From an optimization exercise on the open Yosys and OpenROAD flow, aimed at small area, a short achievable clock period and few clock cycles per item; shortcuts taken in it are not production practice. The RTL was checked by simulation tests, not by an equivalence proof against the original design. No activity file was given, so power comes from the tool's default toggle rates.

==> flow/design.v, too long to show whole: its modules and the start of the top module <==
// module math_core_alu: 708 lines
module math_core_alu #(
    parameter int DW = 32,
    parameter int CW = 32
) (
    input  logic          clk,
    input  logic          rst,
    input  logic [0:1]    mode,
    input  logic          in_valid,
    output logic          in_ready,
    input  logic [0:DW-1] ain,
    input  logic [0:DW-1] bin,
    output logic          out_valid,
    input  logic          out_ready,
    output logic [0:DW-1] result,
    output logic          ovf,
    output logic [0:CW-1] statistic,
    input  logic          stat_ld,
    input  logic [0:CW-1] stat_din,
    input  logic          flush,
    output logic          busy
);
  // ...
==> flow/flow/run.sh <==
#!/bin/bash
# The standard layout, with plain buf_1 port buffers and a tighter setup target
# for timing repair; the log of the whole make run goes to standard.log.
bash standard.sh BUFFER_PORTS_ARGS="-buffer_cell sky130_fd_sc_hd__buf_1" SETUP_SLACK_MARGIN=4.8 finish > standard.log 2>&1
==> flow/standard.sh <==
#!/bin/bash
# synth_recipe.tcl (not shown) runs the flow's synth.tcl, then flattens the netlist and writes it again
# the make line also repeats each setting of config.mk as NAME=value (left out here)
make -C /OpenROAD-flow-scripts/flow DESIGN_CONFIG=/design/flow/config.mk WORK_HOME=/design/flow/orfs CLKGATE_MAP_FILE= SYNTH_SCRIPT=/design/flow/synth_recipe.tcl "${@:-finish}"
==> flow/config.mk <==
export PLATFORM = sky130hd
export DESIGN_NAME = math_core_alu
export DESIGN_NICKNAME = math_core_alu
export VERILOG_FILES = /design/flow/design.v
export SDC_FILE = /design/flow/constraint.sdc
export NUM_CORES = 4
export LEC_CHECK = 0
export ABC_AREA = 1
export CAP_MARGIN = 20
export CORE_MARGIN = 2
export CORE_UTILIZATION = 40
export SLEW_MARGIN = 20
==> flow/constraint.sdc <==
create_clock -name core_clock -period 10.0 [get_ports {clk}]
set_input_delay 2.0000 -clock core_clock [delete_from_list [all_inputs] [get_ports {clk}]]
set_output_delay 2.0000 -clock core_clock [all_outputs]
set_load 0.01 [all_outputs]
==> flow_metrics.py, run 1 <==
metrics = {
    "power_and_ir_drop": {
        "power_density_nw_per_um2": 286,
        "p_comb_mw": 5.02,
        "p_seq_mw": 1.37,
    },
    "synth": {
        "synth_most_common_cell": "nand2_1",
        "synthAdderAreaFrac_pct": 7.23,
        "synth_edf_count": 167,
        "yosysUniqueCellTypes": 78,
        "ys_top_cells_by_count": "nand2_1, xor2_1, inv_1, o22ai_1, nor2_1",
        "yosysTopAreaCellShare_pct": 21.0,
    },
    "critical_path": {
        "cp.arrival_ns": 5.27,
        "crit_path_end": "ck2$_DFFE_PN_",
        "cp_max_fo": 22,
        "max_stage_delay_ns": 0.39,
    },
    "floorplan": {
        "die-area_um2": 61500,
        "rows": 89,
        "ios": 172,
    },
    "sta": {
        "worst_pin_slew_ns": 0.985,
        "hold_viol_final": 0,
        "fin_crit_sh_pct": 49.2,
        "fin_worst_skew_ns": 0.0448,
        "slew_violations": 0,
    },
    "status": {
        "status": "no timing/DRC/antenna violations",
    },
    "global_route": {
        "use_met1_pct": 40.8,
        "grt_pass1_wl_um": 138000,
    },
    "final_layout": {
        "mostFrequentLayoutCells": "nand2_1, xor2_1, inv_1, o22ai_1, nor2_1",
        "multi_input_area_share_pct": 60.8,
        "clock_tree_area_fraction_pct": 3.56,
        "nClkBuffers": 29,
        "reg_top3": "a1 x32, a3_1 x32, r_stat x32",
        "stdcell_count": 4068,
    },
    "route": {
        "dr.pass1.iters": 9,
        "dr_wl_met3_um": 11500,
        "wl_met1_um": 38600,
    },
    "clock_tree": {
        "htree_levels": 1,
        "cts_buffers": 26,
        "cts_setup_buffers": 9,
        "ctsHoldBuffers": 0,
        "path_clk_slew_ns": 0.06,
    },
    "place": {
        "dpl_worst_slack_ns": 4.45,
        "routabilityCongestion": 1.02,
        "placed_area_um2": 24800,
    },
    "worst_hold_path": {
        "min_to": "v2$_DFF_PN0_",
        "min_from": "v1$_DFF_PN0_",
    },
}
Testbench counts, summed over its fixed seeds: cycles 16,016, items 16,000.
==> run 2, diff against run 1 <==
--- a/flow/design.v
+++ b/flow/design.v
@@ -22,17 +22,17 @@
     logic [31:0]   a1;
     logic [31:0]   b1;
     logic [32:1]   a3_1;
     logic [10:0]   bs1_1, bs2_1, bs3_1, bs4_1;
     logic [9:0]    bneg_1;
     logic          bgt_1;            
     logic [1:0]    m1;
     logic          v1;
-    localparam int K = 24;
+    localparam int K = 20;
     logic [31:K]   s2;
     logic [31:K]   c2;
     logic [K-1:0]  lo2;
     logic          ck2;
     logic          k1_2;
     logic          k2_2;
     logic          mulp2;
     logic [2-1:0] l32_2;
==> flow_metrics.py, run 2 <==
metrics = {
    "status": {
        "status": "no timing/DRC/antenna violations",
    },
    "final_layout": {
        "drive_gt1_share_pct": 6.48,
        "n_fill_cell": 6139,
        "mostFrequentLayoutCells": "nand2_1, xor2_1, inv_1, nor2_1, o22ai_1",
        "final_common_cell": "nand2_1",
        "postLayoutCellArea_um2": 25900,
        "finish.utilization_pct": 44.1,
        "final_nets": 3531,
        "reg_top3": "a1 x32, a3_1 x32, r_stat x32",
        "stdcell_count": 4094,
        "area_growth_pct": 9.56,
    },
    "clock_tree": {
        "path_clk_slew_ns": 0.06,
        "cts_sinks": 206,
        "htree_levels": 1,
        "root_buffer": "clkbuf_16",
        "cts_tree": "built",
        "clk_path_buf_depth": 3,
        "cts_buffers": 28,
        "clk_latency_ns": 0.59,
        "ctsHoldBuffers": 0,
    },
    "power_and_ir_drop": {
        "vdd_drop_max_mv": 0.154,
        "power_density_nw_per_um2": 282,
        "p_leak_nw": 11.3,
    },
    "route": {
        "vias": 24400,
        "wl_um": 93500,
        "wl_per_cell_um": 22.8,
        "ant_nets": 0,
        "dr.pass1.iters": 8,
        "via_per_inst": 5.96,
        "drtIter0Drc": 3273,
        "drc": 0,
    },
    "synth": {
        "postSynthCellCount": 3209,
        "syn_nets": 3439,
        "ys_seq_elements": 206,
        "ys_top_cells_by_count": "nand2_1, xor2_1, inv_1, nor2_1, o22ai_1",
        "async_flop_share_pct": 17.0,
        "yosysTopAreaCellShare_pct": 21.7,
        "synth_most_common_cell": "nand2_1",
        "synth_warnings": 1,
        "synth_edf_count": 171,
        "yosysSeqAreaShare_pct": 25.4,
        "yosys.area.top_type": "edfxtp_1",
        "synth_flop_cell": "edfxtp_1",
        "syn_area_um2": 23700,
        "yosysUniqueCellTypes": 67,
        "synth_area_leaders": "edfxtp_1, xor2_1, nand2_1",
        "avgSynthCellArea_um2": 7.37,
    },
    "critical_path": {
        "cp_max_fo": 12,
        "required_ns": 10.33,
        "slowest_stage": "edfxtp_1",
        "crit_path_end": "lo2[19]$_DFFE_PN_",
        "path_cells": "inv_1 -> o22ai_1 -> nor2_1 -> xor2_1 -> xnor2_1 -> xor2_1 -> xor2_1 -> xor2_1 -> xor2_1 -> inv_1 -> nand2_1 -> nand2_1 -> or2_1 -> nand3_1 -> o211ai_1 -> inv_1 -> ha_1 -> inv_1 -> nor2_1 -> nor2_1 -> xor2_1",
        "critPathBufInv": 4,
        "path_class": "reg -> reg",
        "cp.arrival_ns": 5.27,
        "max_stage_delay_ns": 0.87,
        "crit_start": "bs3_1[1]$_DFFE_PN_",
        "start_kind": "register",
        "cp-end-kind": "register",
        "crit_path_frequent_cell": "xor2_1",
        "reg2regPathDepth": 21,
        "r2r_start": "bs3_1[1]$_DFFE_PN_",
        "r2r-end": "lo2[19]$_DFFE_PN_",
        "crit_family": "XOR/XNOR gates",
        "crit_cells": 21,
        "reg2reg_slack_ns": 5.05,
    },
    "sta": {
        "worst_pin_slew_ns": 1.02,
        "relSlewSlack_pct": 31.8,
        "rsz0062_at_grt": "yes",
        "fin_worst_skew_ns": 0.0199,
        "fin_crit_ns": 4.95,
        "hold_viol_final": 0,
        "slew_violations": 0,
        "max_clock_freq_ghz": 0.202,
        "finalSetupViolations": 0,
        "fin_crit_sh_pct": 49.5,
        "fin_ws_ns": 5.05,
        "finalSetupTns_ns": 0,
    },
    "place": {
        "dpl_worst_slack_ns": 4.64,
        "placed_area_um2": 24700,
        "dp.cells": 4013,
        "hpwl_um": 69400,
        "routabilityCongestion": 1.04,
        "portBuffers": 171,
    },
    "floorplan": {
        "ios": 172,
        "core_um2": 58800,
        "die-area_um2": 61100,
        "start_util_pct": 40.2,
        "die_w_um": 247,
        "die_height_um": 247,
        "rows": 89,
    },
    "global_route": {
        "antenna_found_initial": 1,
        "grt_usage_pct": 29.8,
        "grt_max_degree": 62,
        "grt_pass1_vias": 22300,
        "grt-ovfl-total": 0,
        "grt_pass1_wl_um": 138000,
    },
    "job": {
        "cap_violations": 0,
    },
    "worst_hold_path": {
        "hold_class": "reg -> reg",
    },
}
run 2: area by class of cell:
type / count / area [um2] / area share, %
multi-input cells: 2485 / 15600 / 60.1
flip-flops and latches: 206 / 6010 / 23.2
inverters: 345 / 1370 / 5.30
repair buffers: 233 / 1140 / 4.39
well taps: 773 / 967 / 3.73
clock buffers: 31 / 733 / 2.83
clock inverters: 17 / 98.8 / 0.381
repair inverters: 2 / 10.0 / 0.0386
diodes: 2 / 5.00 / 0.0193
run 2: metal layers:
layer / vias to the layer above / share of wire [%] / track usage, %
met5: - / 0.036 / 0.245
met4: 2 / 5.7 / 13.0
met3: 421 / 13 / 10.4
met2: 1562 / 41 / 43.2
met1: 11100 / 41 / 39.8
li1: 11400 / - / -
run 2: cell families after synthesis:
logic type | after synthesis | share of synthesized area [%]
compound gates | 785 | 21.3
buf+inv | 518 | 9.00
fa+ha+maj | 136 | 7.19
simple gates | 1114 | 20.3
flops | 206 | 25.4
xor+xnor | 447 | 16.7
mux | 3 | 0.127
run 2: through the flow:
step | hold slack (ns) | power [mW]
floorplan | 0.488 | 4.97
global placement | 0.526 | 6.19
detailed placement | 0.532 | 6.22
CTS | 0.547 | 7.17
global route | 0.586 | 7.94
finish | 0.536 | 7.30
run 2: worst min path at each step:
stage	slack, ns	endpoint	start	depth (start not counted)
2_1_floorplan	0.49	v2$_DFF_PN0_	v1$_DFF_PN0_	2
3_3_place_gp	0.53	v2$_DFF_PN0_	v1$_DFF_PN0_	2
3_5_place_dp	0.53	v2$_DFF_PN0_	v1$_DFF_PN0_	2
4_1_cts	0.55	v2$_DFF_PN0_	v1$_DFF_PN0_	2
5_1_grt	0.59	v2$_DFF_PN0_	v1$_DFF_PN0_	2
6_report	0.54	v2$_DFF_PN0_	v1$_DFF_PN0_	2
run 2: what timing repair did:
action | CTS | global route
pin swaps | 0 | 2
endpoints found under the setup margin | 5 | 11
gates cloned | 0 | 2
buffers inserted | 0 | 29
resized for setup | 5 | 40
run 2: worst reg2reg max path, stage by stage (launching register included):
cell	delay, ns
edfxtp_1	0.87
inv_1	0.54
o22ai_1	0.30
nor2_1	0.09
xor2_1	0.17
xnor2_1	0.23
xor2_1	0.24
xor2_1	0.20
xor2_1	0.29
xor2_1	0.24
inv_1	0.06
nand2_1	0.14
nand2_1	0.15
or2_1	0.25
nand3_1	0.10
o211ai_1	0.10
inv_1	0.14
ha_1	0.29
inv_1	0.07
nor2_1	0.04
nor2_1	0.11
xor2_1	0.07
run 2: report_power, final:
| group | switching [mW] | internal (mW) |
|---|---|---|
| Sequential | 0.219 | 1.19 |
| Combinational | 3.18 | 1.80 |
| Clock | 0.400 | 0.524 |
Testbench counts of run 2, summed over its fixed seeds: cycles 16,016, items 16,000.

==> static timing again, ports no longer ideal <==
The results above use ideal ports. As a check the final layouts listed here were re-extracted and re-timed, cells and wires unchanged.
Step 1: set_driving_cell puts a clkbuf_16 on clk and a buf_2 on each other input, an assumption about the parent block.
Step 2 also shifts input and output timing later by t, the mid clock arrival at the registers, as if the neighbouring blocks saw the same clock.
Three values: ideal, step 1, step 2; two values: the first two.
run	shift t [ns]	setup WS [ns]	worst setup path after step 2	slew at the worst register clock pin (ns)	worst data-port slew with drivers (ns)
run 1	0.657	5.080 / 5.080 / 4.628	input to register	0.08 / 0.08	0.07
run 2	0.637	5.054 / 5.008 / 4.704	input to register	0.06 / 0.06	0.07
After both steps setup and hold are still met in every run listed. For run 1, which loses most, drivers alone change the setup slack by 0.000 ns; drivers and shift together by -0.452 ns.
